What follows belongs to an exercise in optimizing a design on an open flow for small area; a production flow would make more cautious choices.
Function was checked by simulation only, so behaviour that the tests miss may differ from the original.
Power figures rest on the tool's default switching activity, not on a simulated workload.

**flow/flow/run.sh**
```bash
#!/bin/bash
# Standard ORFS layout with smaller port buffers and a leaner clock tree.
set -euo pipefail
bash standard.sh \
  BUFFER_PORTS_ARGS="-buffer_cell sky130_fd_sc_hd__buf_1" \
  CTS_ARGS="-sink_clustering_enable -repair_clock_nets -dont_use_dummy_load -buf_list sky130_fd_sc_hd__clkbuf_16 -sink_clustering_size 30 -sink_clustering_max_diameter 60" \
  finish > standard.log 2>&1
```
**flow/constraint.sdc**
```tcl
create_clock -name core_clock -period 9.0 [get_ports {clk}]
set_input_delay 1.8000 -clock core_clock [delete_from_list [all_inputs] [get_ports {clk}]]
set_output_delay 1.8000 -clock core_clock [all_outputs]
set_load 0.01 [all_outputs]
```
**flow/config.mk**
```make
export PLATFORM = sky130hd
export DESIGN_NAME = qpu_exu
export DESIGN_NICKNAME = qpu_exu
export VERILOG_FILES = /design/flow/design.v
export SDC_FILE = /design/flow/constraint.sdc
export NUM_CORES = 4
export LEC_CHECK = 0
export CAP_MARGIN = 20
export CORE_MARGIN = 2
export CORE_UTILIZATION = 40
export SLEW_MARGIN = 20
export SYNTH_HIERARCHICAL = 1
export SYNTH_MINIMUM_KEEP_SIZE = 0
```
**flow/design.v**
```verilog
`default_nettype none
package qpu_pkg;
  localparam int XLEN        = 32;
  localparam int INSTR_WIDTH = 32;
  localparam int RFIDX_WIDTH = 4;
  localparam int IMM_WIDTH   = 16;
  localparam int TIME_WIDTH  = 20;
  localparam int QUBIT_NUM   = 8;
  localparam int RF_NUM = 2 ** RFIDX_WIDTH;
  typedef logic [INSTR_WIDTH-1:0] instr_t;
  typedef logic [XLEN-1:0]        data_t;
  typedef logic [RFIDX_WIDTH-1:0] rfidx_t;
  typedef logic [TIME_WIDTH-1:0]  time_t;
  typedef logic [QUBIT_NUM-1:0]   qubits_t;
  typedef enum logic [3:0] {
    OP_NOP     = 4'd0,
    OP_ADD     = 4'd1,
    OP_ADDI    = 4'd2,
    OP_QWAIT   = 4'd3,
    OP_MEASURE = 4'd4,
    OP_FMR     = 4'd5
  } opcode_e;
endpackage
`default_nettype wire
`timescale 1ns/1ns
`default_nettype none
module qpu_exu_fa
(
  input  logic a,
  input  logic b,
  input  logic ci,
  output logic s,
  output logic co
);
  assign s  = a ^ b ^ ci;
  assign co = (a & b) | (ci & (a ^ b));
endmodule
module qpu_exu_ha
(
  input  logic a,
  input  logic b,
  output logic s,
  output logic co
);
  assign s  = a ^ b;
  assign co = a & b;
endmodule
module qpu_exu_alu
#(
  parameter int NB = 5,
  parameter logic [8*NB-1:0] BND = {8'd26, 8'd20, 8'd14, 8'd7, 8'd0}
)
(
  input  logic [31:0] i_a,
  input  logic [31:0] i_b,
  output logic [31:0] o_sum
);
  logic [NB:0] bc;
  assign bc[0] = 1'b0;
  for (genvar k = 0; k < NB; k++)
  begin : g_blk
    localparam int LO = int'(BND[8*k +: 8]);
    localparam int HI = (k == NB-1) ? 32 : int'(BND[8*(k+1) +: 8]);
    localparam int W  = HI - LO;
    logic [W:0]   c0;    
    logic [W-1:0] s0;    
    logic [W:0]   t;     
    qpu_exu_ha u_ha0 (.a (i_a[LO]), .b (i_b[LO]), .s (s0[0]), .co (c0[1]));
    for (genvar i = 1; i < W; i++)
    begin : g_fa
      qpu_exu_fa u_fa (.a (i_a[LO+i]), .b (i_b[LO+i]), .ci (c0[i]), .s (s0[i]), .co (c0[i+1]));
    end
    if (k == 0)
    begin : g_first
      assign o_sum[HI-1:LO] = s0;
      assign bc[k+1] = c0[W];
    end
    else
    begin : g_inc
      assign t[0] = bc[k];
      for (genvar i = 0; i < W; i++)
      begin : g_ha
        qpu_exu_ha u_ha (.a (s0[i]), .b (t[i]), .s (o_sum[LO+i]), .co (t[i+1]));
      end
      assign bc[k+1] = c0[W] | (bc[k] & (&s0));
    end
  end
endmodule
`default_nettype wire
`timescale 1ns/1ns
`default_nettype none
module qpu_exu_aoi222
(
  input  logic s0, d0,
  input  logic s1, d1,
  input  logic s2, d2,
  output logic y
);
  assign y = !((s0 && d0) || (s1 && d1) || (s2 && d2));
endmodule
module qpu_exu_hold
(
  input  logic en,
  input  logic en_n,
  input  logic w,
  input  logic q,
  output logic d
);
  assign d = (en && w) || (en_n && q);
endmodule
module qpu_exu_holdv
#(
  parameter int W = 1
)
(
  input  logic         en,
  input  logic [W-1:0] w,
  input  logic [W-1:0] q,
  output logic [W-1:0] d
);
  for (genvar b = 0; b < W; b++)
  begin : g_bit
    qpu_exu_hold u_hold (.en (en), .en_n (!en), .w (w[b]), .q (q[b]), .d (d[b]));
  end
endmodule
`default_nettype wire
`timescale 1ns/1ns
`default_nettype none
import qpu_pkg::*;
module qpu_exu
(
  input  logic    clk,
  input  logic    i_arst_n,
  input  logic    i_instr_valid,
  output logic    o_instr_ready,
  input  qpu_pkg::instr_t  i_instr,
  output logic    o_tiq_valid,
  input  logic    i_tiq_ready,
  output qpu_pkg::time_t   o_tiq_time,
  output logic    o_evq_valid,
  input  logic    i_evq_ready,
  output qpu_pkg::time_t   o_evq_time,
  output qpu_pkg::qubits_t o_evq_qubits,
  input  logic    i_mcu_valid,
  input  qpu_pkg::qubits_t i_mcu_result,
  output logic    o_wb_valid,
  output qpu_pkg::rfidx_t  o_wb_rdidx,
  output qpu_pkg::data_t   o_wb_data
);
  logic [3:0]  op;
  logic [3:0]  rd, rs1, rs2;
  logic [15:0] imm;
  assign op  = i_instr[31:28];
  assign rd  = i_instr[27:24];
  assign rs1 = i_instr[23:20];
  assign rs2 = i_instr[19:16];
  assign imm = i_instr[15:0];
  logic is_add, is_addi, is_qwait, is_meas, is_fmr, is_wb;
  assign is_add   = (op == 4'd1);
  assign is_addi  = (op == 4'd2);
  assign is_qwait = (op == 4'd3);
  assign is_meas  = (op == 4'd4);
  assign is_fmr   = (op == 4'd5);
  assign is_wb    = is_add | is_addi | is_fmr;
  logic a_rf, a_time, b_rf, b_imm, b_sext, b_fmr;
  assign a_rf   = !op[2] && !(op[1] && op[0]);                  
  assign a_time = (op[1] && op[0]) || (op[2] && !op[0]);        
  assign b_rf   = !op[2] && !op[1] && op[0];                    
  assign b_imm  = !op[2] && op[1];                              
  assign b_sext = !op[2] && op[1] && !op[0];                    
  assign b_fmr  = op[2] && op[0];                               
  qpu_pkg::data_t regs [1:15];
  logic [15:1]    rf_vld;
  qpu_pkg::time_t time_q;
  logic           time_vld;
  qpu_pkg::qubits_t meas_q;
  qpu_pkg::qubits_t oitf_mem [4];
  logic [3:0] oitf_vld;
  logic [3:0] wr_oh;      
  logic       oitf_full;
  logic [3:0] head_oh;
  qpu_pkg::qubits_t head_mask, last_mask;
  qpu_pkg::qubits_t pending;
  always_comb
  begin
    pending = '0;
    for (int i = 0; i < 4; i++)
      if (oitf_vld[i])
        pending = pending | oitf_mem[i];
  end
  logic fmr_stall, meas_stall, qwait_stall, issue;
  assign fmr_stall   = is_fmr && pending[imm[2:0]];
  assign meas_stall  = is_meas && (oitf_full || (o_evq_valid && !i_evq_ready));
  assign qwait_stall = is_qwait && o_tiq_valid && !i_tiq_ready;
  assign o_instr_ready = !(fmr_stall || meas_stall || qwait_stall);
  assign issue = i_instr_valid && o_instr_ready;
  logic [15:1] sel_a, sel_b;
  always_comb
  begin
    for (int i = 1; i < 16; i++)
    begin
      sel_a[i] = a_rf && rf_vld[i] && (rs1 == 4'(i));
      sel_b[i] = b_rf && rf_vld[i] && (rs2 == 4'(i));
    end
  end
  logic [4:0] ya [32];
  logic [4:0] yb [32];
  for (genvar b = 0; b < 32; b++)
  begin : g_rd
    for (genvar g = 0; g < 5; g++)
    begin : g_grp
      qpu_exu_aoi222 u_a (
        .s0 (sel_a[3*g+1]), .d0 (regs[3*g+1][b]),
        .s1 (sel_a[3*g+2]), .d1 (regs[3*g+2][b]),
        .s2 (sel_a[3*g+3]), .d2 (regs[3*g+3][b]),
        .y  (ya[b][g])
      );
      qpu_exu_aoi222 u_b (
        .s0 (sel_b[3*g+1]), .d0 (regs[3*g+1][b]),
        .s1 (sel_b[3*g+2]), .d1 (regs[3*g+2][b]),
        .s2 (sel_b[3*g+3]), .d2 (regs[3*g+3][b]),
        .y  (yb[b][g])
      );
    end
  end
  qpu_pkg::data_t opa, opb, sum;
  always_comb
  begin
    for (int b = 0; b < 32; b++)
    begin
      opa[b] = !(&ya[b]);
      opb[b] = !(&yb[b]);
    end
    opa[19:0] = opa[19:0] | ({20{a_time && time_vld}} & time_q);
    opb[15:0] = opb[15:0] | ({16{b_imm}} & imm);
    opb[31:16] = opb[31:16] | {16{b_sext && imm[15]}};
    opb[0] = opb[0] | (b_fmr && meas_q[imm[2:0]]);
  end
  qpu_exu_alu u_add (.i_a(opa), .i_b(opb), .o_sum(sum));
  logic rf_we;
  assign rf_we = issue && is_wb;
  logic [15:1] rf_wen;
  always_comb
    for (int i = 1; i < 16; i++)
      rf_wen[i] = rf_we && (rd == 4'(i));
  qpu_pkg::data_t regs_d [1:15];
  for (genvar i = 1; i < 16; i++)
  begin : g_rf
    for (genvar b = 0; b < 32; b++)
    begin : g_bit
      qpu_exu_hold u_hold (
        .en   (rf_wen[i]),
        .en_n (!rf_wen[i]),
        .w    (sum[b]),
        .q    (regs[i][b]),
        .d    (regs_d[i][b])
      );
    end
  end
  always_ff @(posedge clk)
  begin
    for (int i = 1; i < 16; i++)
      regs[i] <= regs_d[i];
  end
  always_ff @(posedge clk or negedge i_arst_n)
  begin
    if (!i_arst_n)
    begin
      rf_vld   <= '0;
      time_vld <= 1'b0;
    end
    else
    begin
      for (int i = 1; i < 16; i++)
        if (rf_we && (rd == 4'(i)))
          rf_vld[i] <= 1'b1;
      if (issue && is_qwait)
        time_vld <= 1'b1;
    end
  end
  logic issue_qwait;
  assign issue_qwait = issue && is_qwait;
  qpu_pkg::time_t time_d;
  qpu_exu_holdv #(.W(20)) u_time_hold (
    .en (issue_qwait), .w (sum[19:0]), .q (time_q), .d (time_d)
  );
  always_ff @(posedge clk)
    time_q <= time_d;
  assign o_tiq_time = time_q;
  logic oitf_push, oitf_pop;
  assign oitf_push = issue && is_meas;
  assign oitf_pop  = i_mcu_valid;
  assign oitf_full = &oitf_vld;
  always_comb
  begin
    for (int e = 0; e < 4; e++)
      head_oh[e] = oitf_full ? wr_oh[e] : (oitf_vld[e] && !oitf_vld[(e+3)%4]);
    head_mask = '0;
    last_mask = '0;
    for (int e = 0; e < 4; e++)
    begin
      head_mask = head_mask | ({8{head_oh[e]}} & oitf_mem[e]);
      last_mask = last_mask | ({8{wr_oh[(e+1)%4]}} & oitf_mem[e]);
    end
  end
  always_ff @(posedge clk or negedge i_arst_n)
  begin
    if (!i_arst_n)
    begin
      oitf_vld <= '0;
      wr_oh    <= 4'b0001;
      meas_q   <= '0;
    end
    else
    begin
      for (int e = 0; e < 4; e++)
        oitf_vld[e] <= (oitf_push && wr_oh[e]) || (oitf_vld[e] && !(oitf_pop && head_oh[e]));
      if (oitf_push)
        wr_oh <= {wr_oh[2:0], wr_oh[3]};
      if (oitf_pop)
        meas_q <= (meas_q & ~head_mask) | (i_mcu_result & head_mask);
    end
  end
  for (genvar e = 0; e < 4; e++)
  begin : g_oitf
    qpu_pkg::qubits_t mem_d;
    qpu_exu_holdv #(.W(8)) u_hold (
      .en (oitf_push && wr_oh[e]), .w (imm[7:0]), .q (oitf_mem[e]), .d (mem_d)
    );
    always_ff @(posedge clk)
      oitf_mem[e] <= mem_d;
  end
  assign o_evq_qubits = last_mask;
  qpu_pkg::time_t   evq_time_d;
  qpu_exu_holdv #(.W(20)) u_evq_time_hold (
    .en (oitf_push), .w (sum[19:0]), .q (o_evq_time), .d (evq_time_d)
  );
  always_ff @(posedge clk or negedge i_arst_n)
  begin
    if (!i_arst_n)
    begin
      o_tiq_valid <= 1'b0;
      o_evq_valid <= 1'b0;
      o_wb_valid  <= 1'b0;
    end
    else
    begin
      if (issue && is_qwait)
        o_tiq_valid <= 1'b1;
      else if (i_tiq_ready)
        o_tiq_valid <= 1'b0;
      if (oitf_push)
        o_evq_valid <= 1'b1;
      else if (i_evq_ready)
        o_evq_valid <= 1'b0;
      o_wb_valid <= rf_we;
    end
  end
  always_ff @(posedge clk)
  begin
    o_evq_time   <= evq_time_d;
    o_wb_rdidx <= rd;
    o_wb_data  <= sum;
  end
endmodule
`default_nettype wire
```
**flow/standard.sh**
```bash
#!/bin/bash
# synth_recipe.tcl (not shown) runs the flow's synth.tcl, then flattens the netlist and writes it again
# the make line also repeats each setting of config.mk as NAME=value (left out here)
make -C /OpenROAD-flow-scripts/flow DESIGN_CONFIG=/design/flow/config.mk WORK_HOME=/design/flow/orfs CLKGATE_MAP_FILE= SYNTH_SCRIPT=/design/flow/synth_recipe.tcl "${@:-finish}"
```
==> impl_metrics.json, run 1 <==
{
  "numPortBuffers": 133,
  "synth_area_um2": 24490,
  "hold_buffers": 0,
  "synth_top_cell_by_area": "dfxtp_1",
  "cts_sinks": 623,
  "rsz0062_at_grt": "no",
  "antenna_found_initial": 2,
  "die_w_um": 251.5,
  "r2r_cells": 21,
  "slew_headroom_pct": 20.43,
  "cts_resized": 0,
  "ant_nets": 0,
  "seq_area_frac_synth_pct": 51.64,
  "syn2layout_area_growth_pct": 13.78,
  "cp_max_fo": 16,
  "postPlaceCellArea_um2": 26770,
  "crit_required_ns": 9.52,
  "cts_buffer_depth": 3,
  "fin_crit_sh_pct": 92.59,
  "dp_cells": 2993,
  "hpwl_um": 62430,
  "routed_via_density": 7.538,
  "finalSetupTns_ns": 0,
  "fmax_ghz": 0.1200,
  "fin_skew_ns": 0.06250,
  "fin_cells": 3037,
  "drive_gt1_share_pct": 9.357,
  "nFillCells": 5477,
  "min_to": "o_evq_time[9]",
  "cp.arrival_ns": 8.86,
  "setup_ws_ns": 0.6671,
  "clk_pin_slew_worst_paths_ns": 0.07,
  "nNetsFinal": 2360,
  "seq_area_um2": 12650,
  "power_density_nw_per_um2": 185.5,
  "ir_drop_v": 0.0001312,
  "holdWs_ns": 0.4709,
  "leakage_nw": 10.38,
  "vias": 22893,
  "switchingPower_mw": 1.285,
  "setup_violations": 0,
  "cts_max_level": 2,
  "synth_commonest_cells": "dfxtp_1, a22o_1, a222oi_1",
  "power_mw": 5.168,
  "clk-insertion-delay-late_ns": 0.62,
  "die_area_um2": 63230,
  "cts_tree": "yes",
  "first_iter_violations": 4642,
  "synthArstFlopShare_pct": 5.618,
  "min_from": "o_evq_time[9]",
  "synth_edf_count": 0,
  "multi_input_area_um2": 11860,
  "endpoint_kind": "flop",
  "pwr-share-seq_pct": 57.7,
  "fin_util_pct": 46.09,
  "n_antenna_cell": 0,
  "synth_top_cell_area_share_pct": 48.06,
  "start_util_pct": 40.50,
  "worstReg2RegStart": "rf_vld[1]",
  "num_rows": 90,
  "drc": 0,
  "die_h_um": 251.5,
  "ys_ff_latch": 623,
  "status": "complete, no violations",
  "p_int_mw": 3.884,
  "grt_pass1_wl_um": 150100,
  "startpoint_type": "input pin",
  "syn_avg_cell_area_um2": 12.15,
  "yosysUniqueCellTypes": 60,
  "rr_endpoint": "regs[5][25]",
  "dr.pass1.iters": 13,
  "cp-startpoint": "i_instr[29]",
  "switching_share_pct": 24.86,
  "criticalPathCategory": "in2reg",
  "grt_pass1_vias": 22404,
  "synth.most_common_cell": "dfxtp_1",
  "overflow": 0,
  "worst-r2r-setup-slack_ns": 2.13,
  "tightestPinTransition_ns": 1.194,
  "path_buf_inv": 1,
  "fin_area_um2": 27870,
  "cts_setup_buffers": 0,
  "cp_common_cell": "ha_1",
  "max_stage_delay_ns": 0.63,
  "globalRouteTotalUtil_pct": 31.48,
  "critPathSlowestCell": "ha_1",
  "synthFlopType": "dfxtp_1",
  "yosysWarningCount": 14,
  "cts_buffers": 44,
  "preCtsSetupSlack_ns": 0.2389,
  "grt_max_degree": 36,
  "worst_hold_path_type": "reg2reg",
  "wl_per_cell_um": 34.07,
  "finalHoldViolCount": 0,
  "slew_violations": 0,
  "syn_nets": 2119,
  "core-area_um2": 60470,
  "cts-root-buf": "clkbuf_16",
  "drt_wl_total_um": 103500,
  "syn-instance-count": 2016,
  "gp_congestion": 0.9423,
  "clkPwrFrac_pct": 35.5,
  "period_needed_ns": 8.333,
  "cp_top_family": "adder cells",
  "synth_area_leaders": "dfxtp_1, a22o_1, a222oi_1",
  "io_pins": 134,
  "cap_violations": 0,
  "p_comb_share_pct": 6.8,
  "min_path_cells": 1
}
==> placed cells by master (no fill, tap or decap), types with 8 or more instances in the layout <==
cell type | synthesis | layout
buf_12 | 0 | 8
dfxtp_1 | 588 | 588
ha_1 | 30 | 30
or2_2 | 11 | 13
a22o_1 | 574 | 574
nor2_4 | 0 | 12
and3_2 | 0 | 24
a22oi_1 | 24 | 24
o21bai_1 | 10 | 10
dfrtp_1 | 34 | 34
nand3_1 | 20 | 20
buf_4 | 2 | 74
clkbuf_16 | 0 | 44
nand2_1 | 66 | 64
mux2_2 | 8 | 8
and3_1 | 87 | 63
nand2b_1 | 8 | 8
a21o_1 | 13 | 13
nand4_1 | 56 | 56
o21ai_0 | 9 | 9
inv_1 | 14 | 14
buf_1 | 2 | 132
nor2_1 | 22 | 10
a222oi_1 | 320 | 320
fa_1 | 27 | 27
==> flip-flops by register name (all words and copies together), names as in the netlist, named ones only <==
name and cells:
o_evq_time 20, o_evq_valid 1, o_tiq_valid 1, o_wb_data 32, o_wb_rdidx 4, o_wb_valid 1, oitf_mem 32, oitf_vld 4
regs 480, rf_vld 15, time_q 20, time_vld 1, wr_oh 4
==> worst register-to-register path: stages (launching register included) <==
cell      delay [ns]
dfrtp_1         0.40
and4b_2         0.41
a222oi_1        0.43
and3_1          0.28
nand4_1         0.11
ha_1            0.23
fa_1            0.38
fa_1            0.42
fa_1            0.41
fa_1            0.44
fa_1            0.40
fa_1            0.48
nand4_1         0.15
o21bai_2        0.19
a21o_2          0.25
ha_1            0.18
ha_1            0.19
ha_1            0.19
ha_1            0.18
ha_1            0.18
ha_1            0.63
a22o_1          0.24
==> worst max-delay path by stage <==
stage,endpoint,slack [ns],depth (start not counted)
after floorplan,regs[2][25],0.87,25
final,regs[5][25],0.67,26
after global placement,regs[2][25],0.34,26
after global routing,regs[10][31],0.51,26
after CTS,regs[12][25],0.83,26
after detailed placement,regs[12][25],0.24,26
==> power by group through the flow <==
| stage | Sequential (mW) | Clock (mW) | Combinational (mW) |
|---|---|---|---|
| after global routing | 2.99 | 1.95 | 0.378 |
| after floorplan | 3.03 | 0 | 0.192 |
| after CTS | 2.98 | 1.85 | 0.349 |
| after global placement | 3.03 | 0 | 0.340 |
| after detailed placement | 3.04 | 0 | 0.347 |
| final | 2.98 | 1.83 | 0.352 |
==> Yosys stat by module, one instance, submodules excluded, excerpt <==
module	flops+latches	times used	cell area (um^2)	cells inside
qpu_exu_aoi222	0	320	10.01	1
qpu_exu_hold	0	552	8.758	1
qpu_exu	623	1	15430	1067
qpu_exu_ha	0	30	12.51	1
qpu_exu_alu	0	1	83.83	14
qpu_exu_fa	0	27	20.02	1
==> cell families after synthesis <==
| kind of cell | count (synthesis) | synth area share [%] |
|---|---|---|
| buf+inv | 35 | 0.6487 |
| mux | 12 | 0.6334 |
| compound gates | 970 | 35.99 |
| simple gates | 319 | 7.346 |
| flops | 623 | 51.64 |
| fa+ha+maj | 57 | 3.739 |
==> layout make-up <==
type / count / area share [%]
timing repair buffer: 216 / 4.418
inverter: 14 / 0.1886
multi-input combinational: 1358 / 42.55
clock buffer: 44 / 3.951
sequential: 623 / 45.38
tap: 782 / 3.511
==> routing by layer <==
metal	vias up	GRT usage (%)	wire [um]
met5	-	0	0
met4	0	17.65	6398
met3	398	6.799	12780
met2	1831	48.03	44830
met1	11256	41.45	39480
li1	9408	-	-
==> run 2, diff against run 1 <==
--- a/flow/design.v
+++ b/flow/design.v
@@ -48,7 +48,7 @@
 module qpu_exu_alu
 #(
   parameter int NB = 5,
-  parameter logic [8*NB-1:0] BND = {8'd26, 8'd20, 8'd14, 8'd7, 8'd0}
+  parameter logic [8*NB+7:0] BND = {8'd32, 8'd26, 8'd20, 8'd14, 8'd7, 8'd0}
 )
 (
   input  logic [31:0] i_a,
@@ -60,11 +60,10 @@
   for (genvar k = 0; k < NB; k++)
   begin : g_blk
     localparam int LO = int'(BND[8*k +: 8]);
-    localparam int HI = (k == NB-1) ? 32 : int'(BND[8*(k+1) +: 8]);
+    localparam int HI = int'(BND[8*(k+1) +: 8]);
     localparam int W  = HI - LO;
-    logic [W:0]   c0;    
+    logic [W:1]   c0;    
     logic [W-1:0] s0;    
-    logic [W:0]   t;     
     qpu_exu_ha u_ha0 (.a (i_a[LO]), .b (i_b[LO]), .s (s0[0]), .co (c0[1]));
     for (genvar i = 1; i < W; i++)
     begin : g_fa
@@ -77,11 +76,13 @@
     end
     else
     begin : g_inc
+      logic [W-1:0] t;   
       assign t[0] = bc[k];
-      for (genvar i = 0; i < W; i++)
+      for (genvar i = 0; i < W-1; i++)
       begin : g_ha
         qpu_exu_ha u_ha (.a (s0[i]), .b (t[i]), .s (o_sum[LO+i]), .co (t[i+1]));
       end
+      assign o_sum[HI-1] = s0[W-1] ^ t[W-1];
       assign bc[k+1] = c0[W] | (bc[k] & (&s0));
     end
   end
==> flow/flow/run.sh (replaced) <==
#!/bin/bash
# Standard ORFS layout with smaller port buffers and a leaner clock tree.
set -euo pipefail
bash standard.sh \
  BUFFER_PORTS_ARGS="-buffer_cell sky130_fd_sc_hd__buf_1" \
  CTS_ARGS="-sink_clustering_enable -repair_clock_nets -dont_use_dummy_load -buf_list sky130_fd_sc_hd__clkbuf_16 -sink_clustering_size 24 -sink_clustering_max_diameter 70" \
  finish > standard.log 2>&1
==> flow/config.mk (replaced) <==
export PLATFORM = sky130hd
export DESIGN_NAME = qpu_exu
export DESIGN_NICKNAME = qpu_exu
export VERILOG_FILES = /design/flow/design.v
export SDC_FILE = /design/flow/constraint.sdc
export NUM_CORES = 4
export LEC_CHECK = 0
export CAP_MARGIN = 10
export CORE_MARGIN = 2
export CORE_UTILIZATION = 55
export SLEW_MARGIN = 10
export SYNTH_HIERARCHICAL = 1
export SYNTH_MINIMUM_KEEP_SIZE = 0
==> impl_metrics.json, run 2 <==
{
  "cp_max_fo": 16,
  "hold_buffers": 0,
  "status": "complete, no violations",
  "synth_top_family_by_area": "compound AO/OA/AOI/OAI gates",
  "critPathSlowestCell": "ha_1",
  "ant_nets": 0,
  "setup_ws_ns": 0.8244,
  "syn_avg_cell_area_um2": 12.14,
  "wl_per_cell_um": 36.21,
  "fin_area_um2": 27390,
  "startpoint_type": "input pin",
  "cts_buffers": 37,
  "drt_wl_total_um": 103200,
  "gp_congestion": 0.9308,
  "power_density_nw_per_um2": 182.2,
  "slew_violations": 0,
  "tightestPinTransition_ns": 1.262,
  "worst-r2r-setup-slack_ns": 2.27,
  "num_rows": 77,
  "criticalPathCategory": "in2reg",
  "regMostFlops": "regs",
  "cts_setup_buffers": 0,
  "synthFlopType": "dfxtp_1",
  "die_h_um": 215.0,
  "cts_sinks": 623,
  "final_common_cell": "dfxtp_1",
  "period_needed_ns": 8.176,
  "io_pins": 134,
  "grt_max_degree": 36,
  "postPlaceCellArea_um2": 26470,
  "synth_fa_ha_area_share_pct": 3.537,
  "antenna_found_initial": 0,
  "drc": 0,
  "synth_compound_area_share_pct": 36.02,
  "cts_buffer_depth": 3,
  "fmax_ghz": 0.1223,
  "fin_skew_ns": 0.04163,
  "crit_required_ns": 9.53,
  "power_mw": 4.990,
  "numPortBuffers": 133,
  "core-area_um2": 44030,
  "ir_drop_v": 0.0001599,
  "yosysUniqueCellTypes": 61,
  "synth_area_leaders": "dfxtp_1, a22o_1, a222oi_1",
  "synth_top_cell_by_area": "dfxtp_1",
  "clk-insertion-delay-late_ns": 0.60,
  "synth_commonest_cells": "dfxtp_1, a22o_1, a222oi_1",
  "synth_edf_count": 0,
  "slew_headroom_pct": 15.90,
  "routed_via_density": 8.244,
  "finalSetupTns_ns": 0,
  "cp.arrival_ns": 8.71,
  "globalRouteTotalUtil_pct": 42.77,
  "hpwl_um": 62540,
  "finalHoldViolCount": 0,
  "cts_tree": "yes",
  "endpoint_kind": "flop",
  "synth.most_common_cell": "dfxtp_1",
  "grt_pass1_wl_um": 148000,
  "yosysWarningCount": 14,
  "seq_area_um2": 12650,
  "dr.pass1.iters": 11,
  "cts_resized": 0,
  "r2r_cells": 20,
  "syn_nets": 2115,
  "synth_top_cell_area_share_pct": 48.09,
  "synth_xor_area_share_pct": 0.1431,
  "layout_common_cells": "dfxtp_1, a22o_1, a222oi_1",
  "largestRegisters": "regs: 480 flops, o_wb_data: 32 flops, oitf_mem: 32 flops",
  "syn-instance-count": 2016,
  "fin_crit_sh_pct": 90.84,
  "vias": 23496,
  "synthMuxAreaShare_pct": 0.6338,
  "cp_common_cell": "fa_1",
  "max_stage_delay_ns": 0.61,
  "synthArstFlopShare_pct": 5.618,
  "preCtsSetupSlack_ns": 0.4534,
  "synth_area_um2": 24480,
  "synth-simple-area-share_pct": 7.350,
  "syn2layout_area_growth_pct": 11.91,
  "cts_max_level": 2,
  "leakage_nw": 10.31,
  "die_w_um": 215.0,
  "first_iter_violations": 5177,
  "cap_violations": 0,
  "min_path_cells": 1,
  "die_area_um2": 46210,
  "setup_violations": 0,
  "grt_pass1_vias": 22403,
  "ys_ff_latch": 623,
  "multi_input_area_um2": 11820,
  "drive_gt1_share_pct": 8.861,
  "start_util_pct": 55.60,
  "clk_pin_slew_worst_paths_ns": 0.08,
  "worst_hold_path_type": "reg2reg",
  "nFillCells": 3640,
  "largest_reg_flops": 480,
  "seq_area_frac_synth_pct": 51.67,
  "nNetsFinal": 2358,
  "rsz0062_at_grt": "no",
  "crit_chain": "buf_1 > a21o_1 > nor2_1 > and3_1 > buf_4 > a222oi_1 > and3_1 > nand4_1 > fa_1 > fa_1 > fa_1 > fa_1 > fa_1 > fa_1 > nand4_1 > o21bai_2 > a31o_1 > ha_1 > ha_1 > ha_1 > ha_1 > ha_1 > a22o_1",
  "holdWs_ns": 0.4716,
  "cts-root-buf": "clkbuf_16",
  "overflow": 0
}
## run 2: final timing paths
check	startpoint	end
max in group asynchronous	i_arst_n	rf_vld[12]
min in group asynchronous	i_arst_n	rf_vld[2]
max	i_instr[30]	regs[10][30]
min reg2reg	o_evq_time[11]	o_evq_time[11]
max reg2reg	rf_vld[7]	regs[10][30]
min	o_evq_time[11]	o_evq_time[11]
## run 2: Yosys stat by module (local to each module, per instance), excerpt
module,copies in the design,flops+latches
qpu_exu_aoi222,320,0
qpu_exu_alu,1,0
qpu_exu,1,623
qpu_exu_hold,552,0
qpu_exu_ha,26,0
qpu_exu_fa,27,0
## run 2: area by class of cell
cell class                 count  area share (%)
sequential                   623           46.17
multi-input combinational   1358           43.15
timing repair buffer         225           4.394
clock buffer                  37           3.380
tap                          592           2.704
inverter                      14          0.1918
antenna                        1        0.009135
## run 2: worst max-delay path, delay by kind of cell
kind                     cells  cell delay, ns
AO/OA/AOI/OAI                5            1.26
adder cells (fa/ha/maj)     11            3.93
buffers and inverters        2            0.61
AND/OR/NAND/NOR              5            1.07
## run 2: layer usage
| layer | global-route usage (%) | share of wire (%) |
|---|---|---|
| met5 | 0 | 0 |
| met1 | 55.60 | 36 |
| met3 | 10.12 | 13 |
| met4 | 27.80 | 7.6 |
| met2 | 63.89 | 42 |
## run 2: cells by family after synthesis
| group | Yosys count |
|---|---|
| AO/OA/AOI/OAI | 970 |
| buffers and inverters | 35 |
| AND/OR/NAND/NOR | 319 |
| flip-flops | 623 |
| adder cells (fa/ha/maj) | 53 |
| XOR/XNOR | 4 |
| multiplexers | 12 |
## run 2: metrics by stage
step / cells / util, %
finish: 2850 / 62.22
global route: 2849 / 62.21
CTS: 2849 / 62.21
detailed placement: 2812 / 60.11
global placement: 2812 / 60.11
floorplan: 2016 / -
## run 2: power by group
group / leakage (nW) / switching, mW / internal [mW] / total [mW]
clock: 0.456 / 0.915 / 0.734 / 1.65
combinational: 4.63 / 0.222 / 0.134 / 0.356
sequential: 5.23 / 0.100 / 2.88 / 2.99
==> run 3, diff against run 2 <==
==> flow/flow/run.sh (replaced) <==
#!/bin/bash
# Standard ORFS layout with smaller port buffers and a leaner clock tree.
set -euo pipefail
bash standard.sh \
  BUFFER_PORTS_ARGS="-buffer_cell sky130_fd_sc_hd__buf_1" \
  CTS_ARGS="-sink_clustering_enable -repair_clock_nets -dont_use_dummy_load -buf_list sky130_fd_sc_hd__clkbuf_16 -sink_clustering_size 30 -sink_clustering_max_diameter 80" \
  finish > standard.log 2>&1
--- a/flow/config.mk
+++ b/flow/config.mk
@@ -8,6 +8,7 @@
 export CAP_MARGIN = 10
 export CORE_MARGIN = 2
 export CORE_UTILIZATION = 55
+export GPL_TIMING_DRIVEN = 0
 export SLEW_MARGIN = 10
 export SYNTH_HIERARCHICAL = 1
 export SYNTH_MINIMUM_KEEP_SIZE = 0
==> impl_metrics.json, run 3 <==
{
  "synth.most_common_cell": "dfxtp_1",
  "wl_per_cell_um": 35.47,
  "largest_reg_flops": 480,
  "drt_wl_total_um": 100500,
  "worst_hold_path_type": "reg2reg",
  "seq_area_um2": 12650,
  "start_util_pct": 55.60,
  "hold_buffers": 0,
  "critPathSlowestCell": "xor2_2",
  "io_pins": 134,
  "cts_buffer_depth": 3,
  "ant_nets": 0,
  "die_w_um": 215.0,
  "rsz0062_at_grt": "no",
  "gp_congestion": 0.9181,
  "syn-instance-count": 2016,
  "dr.pass1.iters": 11,
  "numPortBuffers": 133,
  "globalRouteTotalUtil_pct": 41.81,
  "criticalPathCategory": "in2reg",
  "seq_area_frac_synth_pct": 51.67,
  "startpoint_type": "input pin",
  "core-area_um2": 44030,
  "cts-root-buf": "clkbuf_16",
  "status": "complete, no violations",
  "finalHoldViolCount": 0,
  "synth_top_cell_area_share_pct": 48.09,
  "synth_area_um2": 24480,
  "cts_sinks": 623,
  "grt_pass1_wl_um": 145900,
  "ir_drop_v": 0.0001632,
  "dp_cells": 2798,
  "hpwl_um": 61450,
  "regMostFlops": "regs",
  "synth_top_cell_by_area": "dfxtp_1",
  "synth_edf_count": 0,
  "nNetsFinal": 2342,
  "fin_cells": 2834,
  "synthFlopType": "dfxtp_1",
  "fin_util_pct": 63.60,
  "syn_avg_cell_area_um2": 12.14,
  "yosysWarningCount": 14,
  "path_buf_inv": 3,
  "cp_top_family": "adder cells",
  "grt_pass1_vias": 22395,
  "finalSetupTns_ns": 0,
  "cp.arrival_ns": 9.29,
  "drc": 0,
  "yosysUniqueCellTypes": 61,
  "num_rows": 77,
  "clk-insertion-delay-late_ns": 0.60,
  "die_area_um2": 46210,
  "synthArstFlopShare_pct": 5.618,
  "setup_ws_ns": 0.2301,
  "first_iter_violations": 4749,
  "cap_violations": 0,
  "cts_buffers": 35,
  "syn_nets": 2115,
  "grt_max_degree": 35,
  "period_needed_ns": 8.770,
  "nFillCells": 3479,
  "fin_crit_sh_pct": 97.44,
  "final_common_cell": "dfxtp_1",
  "fin_skew_ns": 0.03749,
  "synth_commonest_cells": "dfxtp_1, a22o_1, a222oi_1",
  "power_density_nw_per_um2": 176.3,
  "largestRegisters": "regs: 480 flops, o_wb_data: 32 flops, oitf_mem: 32 flops",
  "clk_pin_slew_worst_paths_ns": 0.08,
  "fmax_ghz": 0.1140,
  "vias": 23315,
  "routed_via_density": 8.227,
  "crit_required_ns": 9.52,
  "layout_common_cells": "dfxtp_1, a22o_1, a222oi_1",
  "cp_max_fo": 21,
  "antenna_found_initial": 0,
  "synth_area_leaders": "dfxtp_1, a22o_1, a222oi_1",
  "max_stage_delay_ns": 0.58,
  "leakage_nw": 10.34,
  "drive_gt1_share_pct": 8.434,
  "die_h_um": 215.0,
  "endpoint_kind": "flop",
  "cts_setup_buffers": 0,
  "tightestPinTransition_ns": 1.257,
  "overflow": 0,
  "multi_input_area_um2": 11890,
  "setup_violations": 0,
  "slew_violations": 0,
  "syn2layout_area_growth_pct": 14.39,
  "slew_headroom_pct": 16.20,
  "ys_ff_latch": 623,
  "preCtsSetupSlack_ns": -0.5863,
  "cts_max_level": 2,
  "cts_tree": "yes"
}
## run 3: cell counts after synthesis
Identical to the previous run, type by type.
## run 3: power breakdown
group / switching [mW] / internal, mW
Sequential: 0.0967 / 2.88
Clock: 0.905 / 0.697
Combinational: 0.217 / 0.135
## run 3: cell families after synthesis
group	Yosys count	synth area share (%)
compound gates	970	36.02
xor+xnor	4	0.1431
fa+ha+maj	53	3.537
buf+inv	35	0.6491
flops	623	51.67
mux	12	0.6338
simple gates	319	7.350
## run 3: worst paths after layout
check                      cells after the start             end  slack, ns            from
max in group asynchronous                      2        wr_oh[0]       7.51        i_arst_n
max                                           28     regs[1][25]       0.23     i_instr[28]
min in group asynchronous                      1       rf_vld[3]       0.99        i_arst_n
min                                            1  o_evq_time[12]       0.47  o_evq_time[12]
max reg2reg                                   23     regs[1][25]       1.79       rf_vld[7]
min reg2reg                                    1  o_evq_time[12]       0.47  o_evq_time[12]
## run 3: final cells by class
type | instances | area share, %
diodes | 1 | 0.008937
well taps | 592 | 2.645
plain buffers | 21 | 0.3798
inverters | 14 | 0.1877
repair buffers | 190 | 6.032
flip-flops and latches | 623 | 45.17
multi-input cells | 1358 | 42.45
clock buffers | 35 | 3.128
## run 3: through the flow
| stage | hold slack [ns] | power, mW | cell area, um^2 |
|---|---|---|---|
| after global routing | 0.4940 | 5.065 | 28000 |
| after CTS | 0.4771 | 4.927 | 27970 |
| after detailed placement | 0.4510 | 3.378 | 27080 |
| after global placement | 0.4434 | 3.349 | 25720 |
| after floorplan | 0.4308 | 3.222 | 24480 |
| final | 0.4732 | 4.936 | 28000 |
## run 3: worst reg2reg max path: stages, from the launching register on
cell and delay, ns:
dfrtp_1 0.43, and3_2 0.39, buf_16 0.26, a222oi_1 0.37, nand3_1 0.17, a211oi_1 0.19
o21ai_0 0.13, ha_1 0.22, fa_1 0.43, fa_1 0.42, fa_1 0.42, fa_1 0.43
fa_1 0.40, fa_1 0.47, nand4_1 0.15, o21bai_2 0.19, a21o_2 0.27, ha_1 0.19
ha_1 0.19, ha_1 0.19, ha_1 0.19, ha_1 0.21, xor2_2 0.58, a22o_1 0.27
## run 3: timing repair
action / 4_1_cts / 5_1_grt
pin swaps: 0 / 0
endpoints found under the setup margin: 15 / 44
gates resized for setup: 1 / 3
## run 3: layer usage
| layer | vias up | GRT usage (%) | share of wire (%) |
|---|---|---|---|
| met4 | 0 | 26.11 | 7.4 |
| met3 | 525 | 11.05 | 13 |
| met5 | - | 0 | 0 |
| li1 | 9379 | - | - |
| met1 | 11440 | 52.61 | 36 |
| met2 | 1971 | 64.14 | 43 |
## run 3: Yosys stat by module, one instance, submodules excluded, excerpt
module / times used / flops+latches / cell area (um^2)
qpu_exu_alu: 1 / 0 / 118.9
qpu_exu_hold: 552 / 0 / 8.758
qpu_exu_aoi222: 320 / 0 / 10.01
qpu_exu: 1 / 623 / 15430
qpu_exu_fa: 27 / 0 / 20.02
qpu_exu_ha: 26 / 0 / 12.51
==> run 4, diff against run 3 <==
--- a/flow/config.mk
+++ b/flow/config.mk
@@ -7,8 +7,8 @@
 export LEC_CHECK = 0
 export CAP_MARGIN = 10
 export CORE_MARGIN = 2
-export CORE_UTILIZATION = 55
-export GPL_TIMING_DRIVEN = 0
+export CORE_UTILIZATION = 40
+export PLACE_DENSITY = 0.8
 export SLEW_MARGIN = 10
 export SYNTH_HIERARCHICAL = 1
 export SYNTH_MINIMUM_KEEP_SIZE = 0
==> impl_metrics.json, run 4 <==
{
  "fin_skew_ns": 0.06004,
  "ant_nets": 0,
  "cp.arrival_ns": 9.08,
  "antenna_found_initial": 6,
  "finalHoldViolCount": 0,
  "grt_pass1_wl_um": 145700,
  "grt_max_degree": 36,
  "hold_buffers": 0,
  "cp_max_fo": 16,
  "synthFlopType": "dfxtp_1",
  "syn_nets": 2115,
  "first_iter_violations": 5513,
  "drive_gt1_share_pct": 8.308,
  "criticalPathCategory": "in2reg",
  "synth_top_family_by_area": "compound AO/OA/AOI/OAI gates",
  "overflow": 0,
  "synthArstFlopShare_pct": 5.618,
  "synthMuxAreaShare_pct": 0.6338,
  "io_pins": 134,
  "max_stage_delay_ns": 0.88,
  "cts_setup_buffers": 0,
  "synth_area_um2": 24480,
  "synth_xor_area_share_pct": 0.1431,
  "endpoint_kind": "flop",
  "power_density_nw_per_um2": 173.1,
  "tightestPinTransition_ns": 1.370,
  "leakage_nw": 10.30,
  "ys_ff_latch": 623,
  "synth_edf_count": 0,
  "worst_hold_path_type": "reg2reg",
  "largestRegisters": "regs: 480 flops, o_wb_data: 32 flops, oitf_mem: 32 flops",
  "core-area_um2": 60470,
  "synth_top_cell_by_area": "dfxtp_1",
  "cts_resized": 0,
  "slew_headroom_pct": 8.430,
  "globalRouteTotalUtil_pct": 29.81,
  "numPortBuffers": 133,
  "clk-insertion-delay-late_ns": 0.62,
  "synth_commonest_cells": "dfxtp_1, a22o_1, a222oi_1",
  "nFillCells": 5438,
  "seq_area_frac_synth_pct": 51.67,
  "startpoint_type": "input pin",
  "setup_violations": 0,
  "vias": 23604,
  "synth_top_cell_area_share_pct": 48.09,
  "path_buf_inv": 2,
  "cp_top_family": "adder cells",
  "cts_buffer_depth": 3,
  "crit_required_ns": 9.57,
  "die_h_um": 251.4,
  "syn-instance-count": 2016,
  "routed_via_density": 7.744,
  "nNetsFinal": 2364,
  "postPlaceCellArea_um2": 26840,
  "grt_pass1_vias": 23112,
  "regMostFlops": "regs",
  "cts_sinks": 623,
  "cts_tree": "yes",
  "status": "complete, no violations",
  "die_w_um": 251.4,
  "slew_violations": 0,
  "ir_drop_v": 0.0001608,
  "cts_max_level": 1,
  "final_common_cell": "dfxtp_1",
  "yosysWarningCount": 14,
  "layout_common_cells": "dfxtp_1, a22o_1, a222oi_1",
  "synth_area_leaders": "dfxtp_1, a22o_1, a222oi_1",
  "cts-root-buf": "clkbuf_16",
  "rsz0062_at_grt": "no",
  "period_needed_ns": 8.515,
  "die_area_um2": 63190,
  "synth_compound_area_share_pct": 36.02,
  "fmax_ghz": 0.1174,
  "dr.pass1.iters": 13,
  "largest_reg_flops": 480,
  "cts_buffers": 28,
  "fin_crit_sh_pct": 94.61,
  "gp_congestion": 0.9868,
  "synth_fa_ha_area_share_pct": 3.537,
  "critPathSlowestCell": "xor2_1",
  "clk_pin_slew_worst_paths_ns": 0.12,
  "syn2layout_area_growth_pct": 12.61,
  "cap_violations": 0,
  "start_util_pct": 40.48,
  "drc": 0,
  "synth.most_common_cell": "dfxtp_1",
  "synth-simple-area-share_pct": 7.350,
  "num_rows": 90,
  "finalSetupTns_ns": 0,
  "syn_avg_cell_area_um2": 12.14,
  "wl_per_cell_um": 32.49,
  "yosysUniqueCellTypes": 61,
  "fin_area_um2": 27570,
  "hpwl_um": 63500,
  "worst-r2r-setup-slack_ns": 1.92,
  "drt_wl_total_um": 99040
}
[run 4: kinds of logic after synthesis]
family,Yosys count
AO/OA/AOI/OAI,970
XOR/XNOR,4
adder cells (fa/ha/maj),53
buffers and inverters,35
flip-flops,623
multiplexers,12
AND/OR/NAND/NOR,319
[run 4: where the power goes]
group | internal, mW | total [mW] | leakage, nW | switching [mW]
clock network | 0.556 | 1.42 | 0.345 | 0.859
logic | 0.135 | 0.360 | 4.72 | 0.225
registers | 2.89 | 3.00 | 5.23 | 0.110
total | 3.58 | 4.77 | 10.3 | 1.19
[run 4: worst register-to-register path: cells and delay by family (launching register included)]
family / cells / cell delay [ns]
AND/OR/NAND/NOR: 4 / 0.64
buffers and inverters: 1 / 0.22
XOR/XNOR: 1 / 0.88
adder cells (fa/ha/maj): 12 / 3.72
flip-flops: 1 / 0.46
AO/OA/AOI/OAI: 4 / 1.14
[run 4: per-layer routing]
metal  wire, um  track usage [%]  share of wire (%)  up-vias
met5        115           0.7722               0.12        -
met3      14420            9.049                 15      598
li1           -                -                  -     9424
met1      34950            37.03                 35    11331
met2      42820            46.11                 43     2243
met4       6730            16.56                6.8        8
[run 4: cell type report]
class / instances / area (um^2) / share of cell area (%)
Antenna cell: 3 / 7.507 / 0.02723
Multi-Input combinational cell: 1358 / 11800 / 42.80
Tap cell: 782 / 978.4 / 3.550
Sequential cell: 623 / 12650 / 45.89
Inverter: 14 / 52.55 / 0.1906
Clock buffer: 28 / 700.7 / 2.542
Timing Repair Buffer: 240 / 1379 / 5.002
[run 4: Yosys stat by module (local to each module, per instance), a selection]
| module | flops+latches | copies in the design | area (um^2) | cells |
|---|---|---|---|---|
| qpu_exu | 623 | 1 | 15430 | 1067 |
| qpu_exu_alu | 0 | 1 | 118.9 | 18 |
| qpu_exu_aoi222 | 0 | 320 | 10.01 | 1 |
| qpu_exu_fa | 0 | 27 | 20.02 | 1 |
| qpu_exu_ha | 0 | 26 | 12.51 | 1 |
| qpu_exu_hold | 0 | 552 | 8.758 | 1 |
[run 4: worst paths after layout]
check                             from     endpoint  cells after the start
setup reg to reg             rf_vld[2]  regs[1][31]                     22
min in group asynchronous     i_arst_n     wr_oh[1]                      1
max in group asynchronous     i_arst_n    rf_vld[1]                      1
hold reg to reg               time_vld     time_vld                      1
hold / removal                time_vld     time_vld                      1
setup / recovery           i_instr[29]  regs[1][31]                     26
[run 4: metrics by stage]
step	power, mW	hold slack, ns	cells	utilization, %	setup WS [ns]
2_1_floorplan	3.222	0.4308	2016	-	0.7169
4_1_cts	4.757	0.4658	3044	45.54	0.6826
6_report	4.771	0.4687	3048	45.58	0.4847
3_5_place_dp	3.400	0.4483	3016	44.38	0.05477
3_3_place_gp	3.384	0.4481	3016	44.38	0.3416
5_1_grt	4.896	0.4868	3048	45.58	0.2342
==> run 5, diff against run 4 <==
--- a/flow/config.mk
+++ b/flow/config.mk
@@ -8,7 +8,6 @@
 export CAP_MARGIN = 10
 export CORE_MARGIN = 2
 export CORE_UTILIZATION = 40
-export PLACE_DENSITY = 0.8
 export SLEW_MARGIN = 10
 export SYNTH_HIERARCHICAL = 1
 export SYNTH_MINIMUM_KEEP_SIZE = 0
==> impl_metrics.json, run 5 <==
{
  "status": "complete, no violations",
  "fin_skew_ns": 0.05020,
  "power_density_nw_per_um2": 176.5,
  "hpwl_um": 63330,
  "wl_per_cell_um": 34.19,
  "final_common_cell": "dfxtp_1",
  "syn_avg_cell_area_um2": 12.14,
  "cts_buffer_depth": 3,
  "dp_cells": 2988,
  "globalRouteTotalUtil_pct": 31.17,
  "synth.most_common_cell": "dfxtp_1",
  "drc": 0,
  "largest_reg_flops": 480,
  "yosysUniqueCellTypes": 61,
  "finalHoldViolCount": 0,
  "grt_pass1_wl_um": 149400,
  "rsz0062_at_grt": "no",
  "largestRegisters": "regs: 480 flops, o_wb_data: 32 flops, oitf_mem: 32 flops",
  "syn-instance-count": 2016,
  "ys_ff_latch": 623,
  "start_util_pct": 40.48,
  "wl_met1_um": 39900,
  "cts_max_level": 1,
  "synth_area_um2": 24480,
  "cts_setup_buffers": 0,
  "die_h_um": 251.4,
  "numPortBuffers": 133,
  "first_iter_violations": 4747,
  "cts_tree": "yes",
  "cp-startpoint": "i_instr[29]",
  "fin_cells": 3019,
  "io_pins": 134,
  "cts_sinks": 623,
  "vias": 22927,
  "tightestPinTransition_ns": 1.295,
  "core-area_um2": 60470,
  "routed_via_density": 7.594,
  "ir_drop_v": 0.0001396,
  "antenna_found_initial": 0,
  "leakage_nw": 10.17,
  "setup_ws_ns": 0.4802,
  "startpoint_type": "input pin",
  "drive_gt1_share_pct": 8.628,
  "min_from": "time_vld",
  "period_needed_ns": 8.520,
  "clk-insertion-delay-late_ns": 0.64,
  "worstReg2RegStart": "rf_vld[7]",
  "die_area_um2": 63190,
  "num_rows": 90,
  "clk_pin_slew_worst_paths_ns": 0.08,
  "fin_util_pct": 45.40,
  "preCtsSetupSlack_ns": 0.01091,
  "cp.arrival_ns": 9.06,
  "grt_max_degree": 36,
  "finalSetupTns_ns": 0,
  "seq_area_frac_synth_pct": 51.67,
  "synth_top_cell_by_area": "dfxtp_1",
  "endpoint_kind": "flop",
  "drt_wl_total_um": 103200,
  "fmax_ghz": 0.1174,
  "gp_congestion": 0.9576,
  "criticalPathCategory": "in2reg",
  "synth_top_cell_area_share_pct": 48.09,
  "cp_max_fo": 16,
  "synthArstFlopShare_pct": 5.618,
  "hold_buffers": 0,
  "cts-root-buf": "clkbuf_16",
  "synth_area_leaders": "dfxtp_1, a22o_1, a222oi_1",
  "synthFlopType": "dfxtp_1",
  "regMostFlops": "regs",
  "grt_pass1_vias": 22029,
  "slew_violations": 0,
  "overflow": 0,
  "cap_violations": 0,
  "worst_hold_path_type": "reg2reg",
  "ant_nets": 0,
  "fin_crit_sh_pct": 94.66,
  "die_w_um": 251.4,
  "top_layer": "met5",
  "cts_resized": 0,
  "syn_nets": 2115,
  "dr.pass1.iters": 12,
  "yosysWarningCount": 14,
  "slew_headroom_pct": 13.46,
  "layout_common_cells": "dfxtp_1, a22o_1, a222oi_1",
  "wl_met2_um": 45980,
  "nNetsFinal": 2338,
  "setup_violations": 0,
  "crit_required_ns": 9.54,
  "cts_buffers": 31,
  "dr_wl_met3_um": 11490,
  "syn2layout_area_growth_pct": 12.15,
  "synth_commonest_cells": "dfxtp_1, a22o_1, a222oi_1",
  "n_antenna_cell": 0,
  "synth_edf_count": 0
}
-- run 5: cell types whose count changed in the layout (fill, tap and decap cells not counted), sizes merged --
cell	delta
buf	-29
clkbuf	+3
diode	-3
-- run 5: worst paths after layout --
| kind | slack, ns | cells past startpoint | endpoint |
|---|---|---|---|
| max reg2reg | 1.90 | 22 | regs[6][25] |
| max in group asynchronous | 7.09 | 1 | rf_vld[4] |
| min reg2reg | 0.47 | 1 | time_vld |
| max | 0.48 | 26 | regs[6][25] |
| min | 0.47 | 1 | time_vld |
| min in group asynchronous | 1.31 | 1 | oitf_vld[1] |
-- run 5: power by group --
part           total (mW)  internal, mW  switching [mW]
clock                1.50         0.612           0.885
combinational       0.360         0.134           0.226
sequential           2.99          2.89           0.105
-- run 5: cell families after synthesis --
logic type | share of synthesized area [%]
fa+ha+maj | 3.537
flops | 51.67
buf+inv | 0.6491
compound gates | 36.02
mux | 0.6338
simple gates | 7.350
xor+xnor | 0.1431
-- run 5: final cells by class --
type,count,area (um^2)
Tap cell,782,978.4
Multi-Input combinational cell,1358,11840
Timing Repair Buffer,211,1161
Sequential cell,623,12650
Clock buffer,31,775.7
Fill cell,5529,33020
Inverter,14,52.55
-- run 5: through the flow --
step | total power [mW] | hold WS [ns] | area [um^2]
floorplan | 3.222 | 0.4308 | 24480
global placement | 3.388 | 0.4434 | 26680
detailed placement | 3.399 | 0.4497 | 26680
CTS | 4.854 | 0.4698 | 27450
global route | 4.992 | 0.5049 | 27450
finish | 4.846 | 0.4682 | 27450
-- run 5: critical path, cell delays in order --
cell and delay [ns]:
buf_1 0.19, nand2b_1 0.18, or2_2 0.20, nor3b_1 0.11, and3_2 0.25, a222oi_1 0.42
nand3_1 0.19, a211oi_1 0.23, o21ai_0 0.13, ha_1 0.22, fa_1 0.41, fa_1 0.41
fa_1 0.42, fa_1 0.41, fa_1 0.39, fa_1 0.44, nand4_1 0.14, o21bai_2 0.16
a21o_2 0.23, ha_1 0.18, ha_1 0.18, ha_1 0.18, ha_1 0.18, ha_1 0.18
xor2_1 0.95, a22o_1 0.30
-- run 5: per-layer routing --
layer | GRT usage (%) | vias to the layer above
met3 | 5.954 | 377
met1 | 40.49 | 11345
met4 | 14.52 | 2
li1 | - | 9390
met5 | 1.699 | -
met2 | 49.94 | 1813
-- run 5: per-module statistics from Yosys (local to each module, per instance), a selection --
module / cells inside / times used / flops+latches / cell area, um^2
qpu_exu: 1067 / 1 / 623 / 15430
qpu_exu_alu: 18 / 1 / 0 / 118.9
qpu_exu_aoi222: 1 / 320 / 0 / 10.01
qpu_exu_fa: 1 / 27 / 0 / 20.02
qpu_exu_ha: 1 / 26 / 0 / 12.51
qpu_exu_hold: 1 / 552 / 0 / 8.758
==> run 6, diff against run 5 <==
--- a/flow/flow/run.sh
+++ b/flow/flow/run.sh
@@ -4,4 +4,5 @@
 bash standard.sh \
   BUFFER_PORTS_ARGS="-buffer_cell sky130_fd_sc_hd__buf_1" \
   CTS_ARGS="-sink_clustering_enable -repair_clock_nets -dont_use_dummy_load -buf_list sky130_fd_sc_hd__clkbuf_16 -sink_clustering_size 30 -sink_clustering_max_diameter 80" \
+  RECOVER_POWER=100 \
   finish > standard.log 2>&1
==> impl_metrics.json, run 6 <==
{
  "status": "complete, but fails checks",
  "violations": "max-capacitance violations, max-slew violations",
  "seq_area_um2": 12650,
  "syn-instance-count": 2016,
  "nNetsFinal": 2338,
  "cts_max_level": 1,
  "synthArstFlopShare_pct": 5.618,
  "clk_pin_slew_worst_paths_ns": 0.09,
  "yosysWarningCount": 14,
  "ys_ff_latch": 623,
  "cts_buffer_depth": 3,
  "synth_commonest_cells": "dfxtp_1, a22o_1, a222oi_1",
  "clk-insertion-delay-late_ns": 0.64,
  "slew_headroom_pct": -132.3,
  "criticalPathCategory": "in2reg",
  "num_rows": 90,
  "die_h_um": 251.4,
  "synth_area_leaders": "dfxtp_1, a22o_1, a222oi_1",
  "synth.most_common_cell": "dfxtp_1",
  "numPortBuffers": 133,
  "min_path_cells": 1,
  "cp.arrival_ns": 9.11,
  "drc": 0,
  "dr.pass1.iters": 16,
  "cts-root-buf": "clkbuf_16",
  "worst-r2r-setup-slack_ns": 1.86,
  "cts_sinks": 623,
  "grt_pass1_wl_um": 149400,
  "grt_pass1_vias": 22029,
  "start_util_pct": 40.48,
  "fmax_ghz": 0.1169,
  "startpoint_type": "input pin",
  "n_antenna_cell": 0,
  "cts_setup_buffers": 0,
  "wl_met1_um": 39710,
  "worstReg2RegStart": "rf_vld[1]",
  "core-area_um2": 60470,
  "cts_tree": "yes",
  "multi_input_area_um2": 11780,
  "r2r_cells": 22,
  "io_pins": 134,
  "regMostFlops": "regs",
  "rr_endpoint": "regs[4][31]",
  "fin_cells": 3019,
  "endpoint_kind": "flop",
  "wl_met2_um": 46250,
  "synth_top_cell_area_share_pct": 48.09,
  "holdWs_ns": 0.4684,
  "rsz0062_at_grt": "no",
  "layout_common_cells": "dfxtp_1, a22o_1, a222oi_1",
  "min_to": "time_vld",
  "overflow": 0,
  "setup_violations": 0,
  "finalSetupTns_ns": 0,
  "largestRegisters": "regs: 480 flops, o_wb_data: 32 flops, oitf_mem: 32 flops",
  "slew_violations": 615,
  "antenna_found_initial": 0,
  "cp_max_fo": 16,
  "syn_avg_cell_area_um2": 12.14,
  "dr_wl_met3_um": 11580,
  "hpwl_um": 63330,
  "synthFlopType": "dfxtp_1",
  "period_needed_ns": 8.554,
  "leakage_nw": 10.11,
  "ant_nets": 0,
  "final_common_cell": "dfxtp_1",
  "top_layer": "met5",
  "synth_edf_count": 0,
  "dp_cells": 2988,
  "synth_area_um2": 24480,
  "die_w_um": 251.4,
  "routed_via_density": 7.593,
  "seq_area_frac_synth_pct": 51.67,
  "globalRouteTotalUtil_pct": 31.17,
  "largest_reg_flops": 480,
  "cts_resized": 0,
  "yosysUniqueCellTypes": 61,
  "ir_drop_v": 0.0001384,
  "cts_buffers": 31,
  "fin_crit_sh_pct": 95.05,
  "nFillCells": 5546,
  "min_from": "time_vld",
  "first_iter_violations": 4760,
  "gp_congestion": 0.9576,
  "grt_max_degree": 36,
  "tightestPinTransition_ns": 3.485,
  "cap_violations": 20,
  "syn_nets": 2115,
  "synth_top_cell_by_area": "dfxtp_1",
  "hold_buffers": 0,
  "fin_skew_ns": 0.05157,
  "syn2layout_area_growth_pct": 11.77,
  "drive_gt1_share_pct": 7.242,
  "die_area_um2": 63190,
  "finalHoldViolCount": 0,
  "vias": 22923,
  "power_density_nw_per_um2": 177.0,
  "crit_required_ns": 9.56,
  "wl_per_cell_um": 34.21,
  "drt_wl_total_um": 103300,
  "worst_hold_path_type": "reg2reg"
}
[run 6: power breakdown]
group | switching, mW | internal [mW] | total, mW | leakage, nW
Sequential | 0.105 | 2.89 | 2.99 | 5.23
Combinational | 0.225 | 0.132 | 0.357 | 4.50
Clock | 0.885 | 0.612 | 1.50 | 0.382
[run 6: routing by layer]
metal	track usage, %	vias up
met1	40.49	11415
met5	1.699	-
li1	-	9374
met4	14.52	2
met3	5.954	389
met2	49.94	1743
[run 6: cells by family (layout without fill, tap and decap cells)]
logic type | after synthesis | in the layout | synth area share (%)
simple gates | 319 | 319 | 7.350
compound gates | 970 | 970 | 36.02
mux | 12 | 12 | 0.6338
xor+xnor | 4 | 4 | 0.1431
flops | 623 | 623 | 51.67
fa+ha+maj | 53 | 53 | 3.537
buf+inv | 35 | 256 | 0.6491
[run 6: critical path: stages]
cell and delay [ns]:
buf_1 0.19, nand2b_1 0.17, or2_2 0.20, or3_1 0.25
nor2_1 0.17, buf_4 0.24, a222oi_1 0.38, and3_1 0.26
nand4_1 0.13, fa_1 0.48, fa_1 0.40, fa_1 0.38
fa_1 0.39, fa_1 0.39, fa_1 0.53, nand4_1 0.11
o21bai_2 0.36, a31o_1 0.24, ha_1 0.22, ha_1 0.18
ha_1 0.18, ha_1 0.18, ha_1 0.19, xor2_1 0.14
clkbuf_1 0.67, a22o_1 0.27
[run 6: worst max path at each step]
stage | slack, ns | from | endpoint
after floorplan | 0.72 | i_instr[28] | regs[7][31]
after global placement | 0.23 | i_instr[29] | regs[4][25]
after detailed placement | 0.01 | i_instr[29] | regs[11][25]
after CTS | 0.60 | i_instr[29] | regs[6][25]
after global routing | 0.11 | i_instr[29] | regs[5][31]
final | 0.45 | i_instr[29] | regs[4][31]
[run 6: area by class of cell]
class                      instances  share of cell area [%]
timing repair buffer             211                   4.116
inverter                          14                  0.1921
clock buffer                      31                   2.835
multi-input combinational       1358                   43.05
tap                              782                   3.576
sequential                       623                   46.23
[run 6: per-module statistics from Yosys, one instance, submodules excluded, a selection]
module	times used	area, um^2
qpu_exu	1	15430
qpu_exu_alu	1	118.9
qpu_exu_aoi222	320	10.01
qpu_exu_fa	27	20.02
qpu_exu_ha	26	12.51
qpu_exu_hold	552	8.758
[run 6: metrics by stage]
step	area [um^2]	utilization [%]	power, mW	setup slack (ns)
3_5_place_dp	26680	44.12	3.399	0.01091
4_1_cts	27450	45.40	4.854	0.6038
3_3_place_gp	26680	44.12	3.388	0.2315
6_report	27360	45.25	4.843	0.4458
2_1_floorplan	24480	-	3.222	0.7169
5_1_grt	27360	45.25	4.989	0.1128
==> run 7, diff against run 6 <==
==> flow/flow/run.sh (replaced) <==
#!/bin/bash
# Standard ORFS layout with smaller port buffers and a leaner clock tree.
set -euo pipefail
bash standard.sh \
  BUFFER_PORTS_ARGS="-buffer_cell sky130_fd_sc_hd__buf_1" \
  CTS_ARGS="-sink_clustering_enable -repair_clock_nets -dont_use_dummy_load -buf_list \"sky130_fd_sc_hd__clkbuf_8 sky130_fd_sc_hd__clkbuf_16\" -sink_clustering_size 30 -sink_clustering_max_diameter 80" \
  finish > standard.log 2>&1
==> impl_metrics.json, run 7 <==
{
  "status": "did not finish",
  "haltStage": "clock tree synthesis (4_1_cts)",
  "firstError": "[ERROR STA-0564] clock_tree_synthesis positional arguments not supported.",
  "gp_congestion": 0.9576,
  "ys_ff_latch": 623,
  "numPortBuffers": 133,
  "syn_avg_cell_area_um2": 12.14,
  "synth_top_cell_area_share_pct": 48.09,
  "synth_commonest_cells": "dfxtp_1, a22o_1, a222oi_1",
  "yosysUniqueCellTypes": 61,
  "synthFlopType": "dfxtp_1",
  "synth_top_cell_by_area": "dfxtp_1",
  "synth.most_common_cell": "dfxtp_1",
  "yosysWarningCount": 14,
  "start_util_pct": 40.48,
  "io_pins": 134,
  "synth_area_um2": 24480,
  "synth_area_leaders": "dfxtp_1, a22o_1, a222oi_1",
  "die_w_um": 251.4,
  "die_h_um": 251.4,
  "synth_edf_count": 0,
  "syn-instance-count": 2016,
  "syn_nets": 2115,
  "synthArstFlopShare_pct": 5.618,
  "hpwl_um": 63330,
  "preCtsSetupSlack_ns": 0.01091,
  "num_rows": 90,
  "seq_area_frac_synth_pct": 51.67
}
## run 7: cell counts after synthesis
Identical to the previous run, type by type.
## run 7: worst max-delay path by stage
stage / to / startpoint / slack (ns) / cells after the start
2_1_floorplan: regs[7][31] / i_instr[28] / 0.72 / 25
3_3_place_gp: regs[4][25] / i_instr[29] / 0.23 / 26
3_5_place_dp: regs[11][25] / i_instr[29] / 0.01 / 26
## run 7: metrics by stage
stage                     total power, mW  instance area [um^2]  utilization [%]  std cells  hold slack, ns
after floorplan                     3.222                 24480                -       2016          0.4308
after global placement              3.388                 26680            44.12       2988          0.4434
after detailed placement            3.399                 26680            44.12       2988          0.4497
## run 7: logic make-up after synthesis
group           share of synthesized area, %
compound gates                         36.02
xor+xnor                              0.1431
fa+ha+maj                              3.537
buf+inv                               0.6491
flops                                  51.67
mux                                   0.6338
simple gates                           7.350
## run 7: power by group through the flow
stage                     clock, mW  sequential [mW]  combinational, mW
after detailed placement          0             3.04              0.354
after global placement            0             3.04              0.346
after floorplan                   0             3.03              0.191
## run 7: modules after synthesis (local to each module, per instance), a selection
| module | flip-flops and latches | times used | cells | area [um^2] |
|---|---|---|---|---|
| qpu_exu_fa | 0 | 27 | 1 | 20.02 |
| qpu_exu_hold | 0 | 552 | 1 | 8.758 |
| qpu_exu_alu | 0 | 1 | 18 | 118.9 |
| qpu_exu_ha | 0 | 26 | 1 | 12.51 |
| qpu_exu | 623 | 1 | 1067 | 15430 |
| qpu_exu_aoi222 | 0 | 320 | 1 | 10.01 |
==> run 8, diff against run 7 <==
==> flow/flow/run.sh (replaced) <==
#!/bin/bash
# Standard ORFS layout with smaller port buffers and a leaner clock tree.
set -euo pipefail
bash standard.sh \
  BUFFER_PORTS_ARGS="-buffer_cell sky130_fd_sc_hd__buf_1" \
  CTS_ARGS="-sink_clustering_enable -repair_clock_nets -dont_use_dummy_load -buf_list {sky130_fd_sc_hd__clkbuf_8 sky130_fd_sc_hd__clkbuf_16} -sink_clustering_size 30 -sink_clustering_max_diameter 80" \
  finish > standard.log 2>&1
==> impl_metrics.json, run 8 <==
{
  "preCtsSetupSlack_ns": 0.01091,
  "criticalPathCategory": "in2reg",
  "syn_avg_cell_area_um2": 12.14,
  "synth_top_cell_area_share_pct": 48.09,
  "grt_pass1_vias": 22029,
  "die_w_um": 251.4,
  "cts_buffer_depth": 3,
  "grt_pass1_wl_um": 149400,
  "slew_headroom_pct": 13.46,
  "largestRegisters": "regs: 480 flops, o_wb_data: 32 flops, oitf_mem: 32 flops",
  "period_needed_ns": 8.520,
  "yosysWarningCount": 14,
  "yosysUniqueCellTypes": 61,
  "min_path_cells": 1,
  "top_layer": "met5",
  "switchingPower_mw": 1.215,
  "synth_commonest_cells": "dfxtp_1, a22o_1, a222oi_1",
  "synth_area_um2": 24480,
  "endpoint_kind": "flop",
  "final_common_cell": "dfxtp_1",
  "wl_met1_um": 39900,
  "regMostFlops": "regs",
  "fin_skew_ns": 0.05020,
  "leakage_nw": 10.17,
  "rr_endpoint": "regs[6][25]",
  "finalHoldViolCount": 0,
  "synth_top_cell_by_area": "dfxtp_1",
  "syn_nets": 2115,
  "dp_cells": 2988,
  "syn-instance-count": 2016,
  "cts_max_level": 1,
  "grt_max_degree": 36,
  "num_rows": 90,
  "clk-insertion-delay-late_ns": 0.64,
  "numPortBuffers": 133,
  "start_util_pct": 40.48,
  "n_antenna_cell": 0,
  "ys_ff_latch": 623,
  "die_h_um": 251.4,
  "status": "complete, no violations",
  "gp_congestion": 0.9576,
  "seq_area_frac_synth_pct": 51.67,
  "cap_violations": 0,
  "tightestPinTransition_ns": 1.295,
  "cts_tree": "yes",
  "synthFlopType": "dfxtp_1",
  "synth_area_leaders": "dfxtp_1, a22o_1, a222oi_1",
  "cp_max_fo": 16,
  "p_int_mw": 3.631,
  "clkPwrFrac_pct": 30.9,
  "critPathSlowestCell": "xor2_1",
  "crit_required_ns": 9.54,
  "startpoint_type": "input pin",
  "clk_pin_slew_worst_paths_ns": 0.08,
  "max_stage_delay_ns": 0.95,
  "io_pins": 134,
  "r2r_cells": 22,
  "synthArstFlopShare_pct": 5.618,
  "fmax_ghz": 0.1174,
  "hpwl_um": 63330,
  "synth.most_common_cell": "dfxtp_1",
  "slew_violations": 0,
  "largest_reg_flops": 480,
  "routed_via_density": 7.594,
  "finalSetupTns_ns": 0,
  "core-area_um2": 60470,
  "switching_share_pct": 25.08,
  "ant_nets": 0,
  "synth_edf_count": 0,
  "pwr-share-seq_pct": 61.7,
  "nNetsFinal": 2338
}
run 8: cell counts after synthesis:
No cell type changed its count.
run 8: power by group through the flow:
stage / combinational (mW) / clock (mW) / sequential (mW)
finish: 0.360 / 1.50 / 2.99
global route: 0.383 / 1.61 / 3.00
CTS: 0.354 / 1.52 / 2.98
detailed placement: 0.354 / 0 / 3.04
global placement: 0.346 / 0 / 3.04
floorplan: 0.191 / 0 / 3.03
run 8: final cells by class:
| cell class | instances | area (um^2) |
|---|---|---|
| fillers | 5529 | 33020 |
| inverters | 14 | 52.55 |
| flip-flops and latches | 623 | 12650 |
| repair buffers | 211 | 1161 |
| well taps | 782 | 978.4 |
| clock buffers | 31 | 775.7 |
| multi-input cells | 1358 | 11840 |
run 8: worst max path at each step:
stage	depth (start not counted)	end	slack [ns]	start
floorplan	25	regs[7][31]	0.72	i_instr[28]
global route	26	regs[6][25]	0.16	i_instr[29]
finish	26	regs[6][25]	0.48	i_instr[29]
global placement	26	regs[4][25]	0.23	i_instr[29]
detailed placement	26	regs[11][25]	0.01	i_instr[29]
CTS	26	regs[6][25]	0.60	i_instr[29]
run 8: modules after synthesis (local to each module, per instance), a selection:
module | copies in the design | area [um^2] | flip-flops and latches | cells
qpu_exu | 1 | 15430 | 623 | 1067
qpu_exu_aoi222 | 320 | 10.01 | 0 | 1
qpu_exu_ha | 26 | 12.51 | 0 | 1
qpu_exu_hold | 552 | 8.758 | 0 | 1
qpu_exu_fa | 27 | 20.02 | 0 | 1
qpu_exu_alu | 1 | 118.9 | 0 | 18
run 8: critical path, delay by kind of cell:
kind,cells,cell delay [ns]
AO/OA/AOI/OAI,6,1.47
adder cells (fa/ha/maj),12,3.60
AND/OR/NAND/NOR,6,1.07
XOR/XNOR,1,0.95
buffers and inverters,1,0.19
run 8: through the flow:
stage	total power, mW	util [%]	hold slack, ns	area [um^2]
3_5_place_dp	3.399	44.12	0.4497	26680
6_report	4.846	45.40	0.4682	27450
2_1_floorplan	3.222	-	0.4308	24480
4_1_cts	4.854	45.40	0.4698	27450
3_3_place_gp	3.388	44.12	0.4434	26680
5_1_grt	4.992	45.40	0.5049	27450
run 8: per-layer routing:
layer	vias to the layer above	GRT usage [%]
li1	9390	-
met1	11345	40.49
met2	1813	49.94
met3	377	5.954
met4	2	14.52
met5	-	1.699
run 8: kinds of logic after synthesis:
kind of cell               share of synthesized area [%]
muxes                                             0.6338
and+or+nand+nor                                    7.350
adders and majority gates                          3.537
xor gates and xnor gates                          0.1431
AOI/OAI and AO/OA                                  36.02
buffers and inverters                             0.6491
DFF                                                51.67
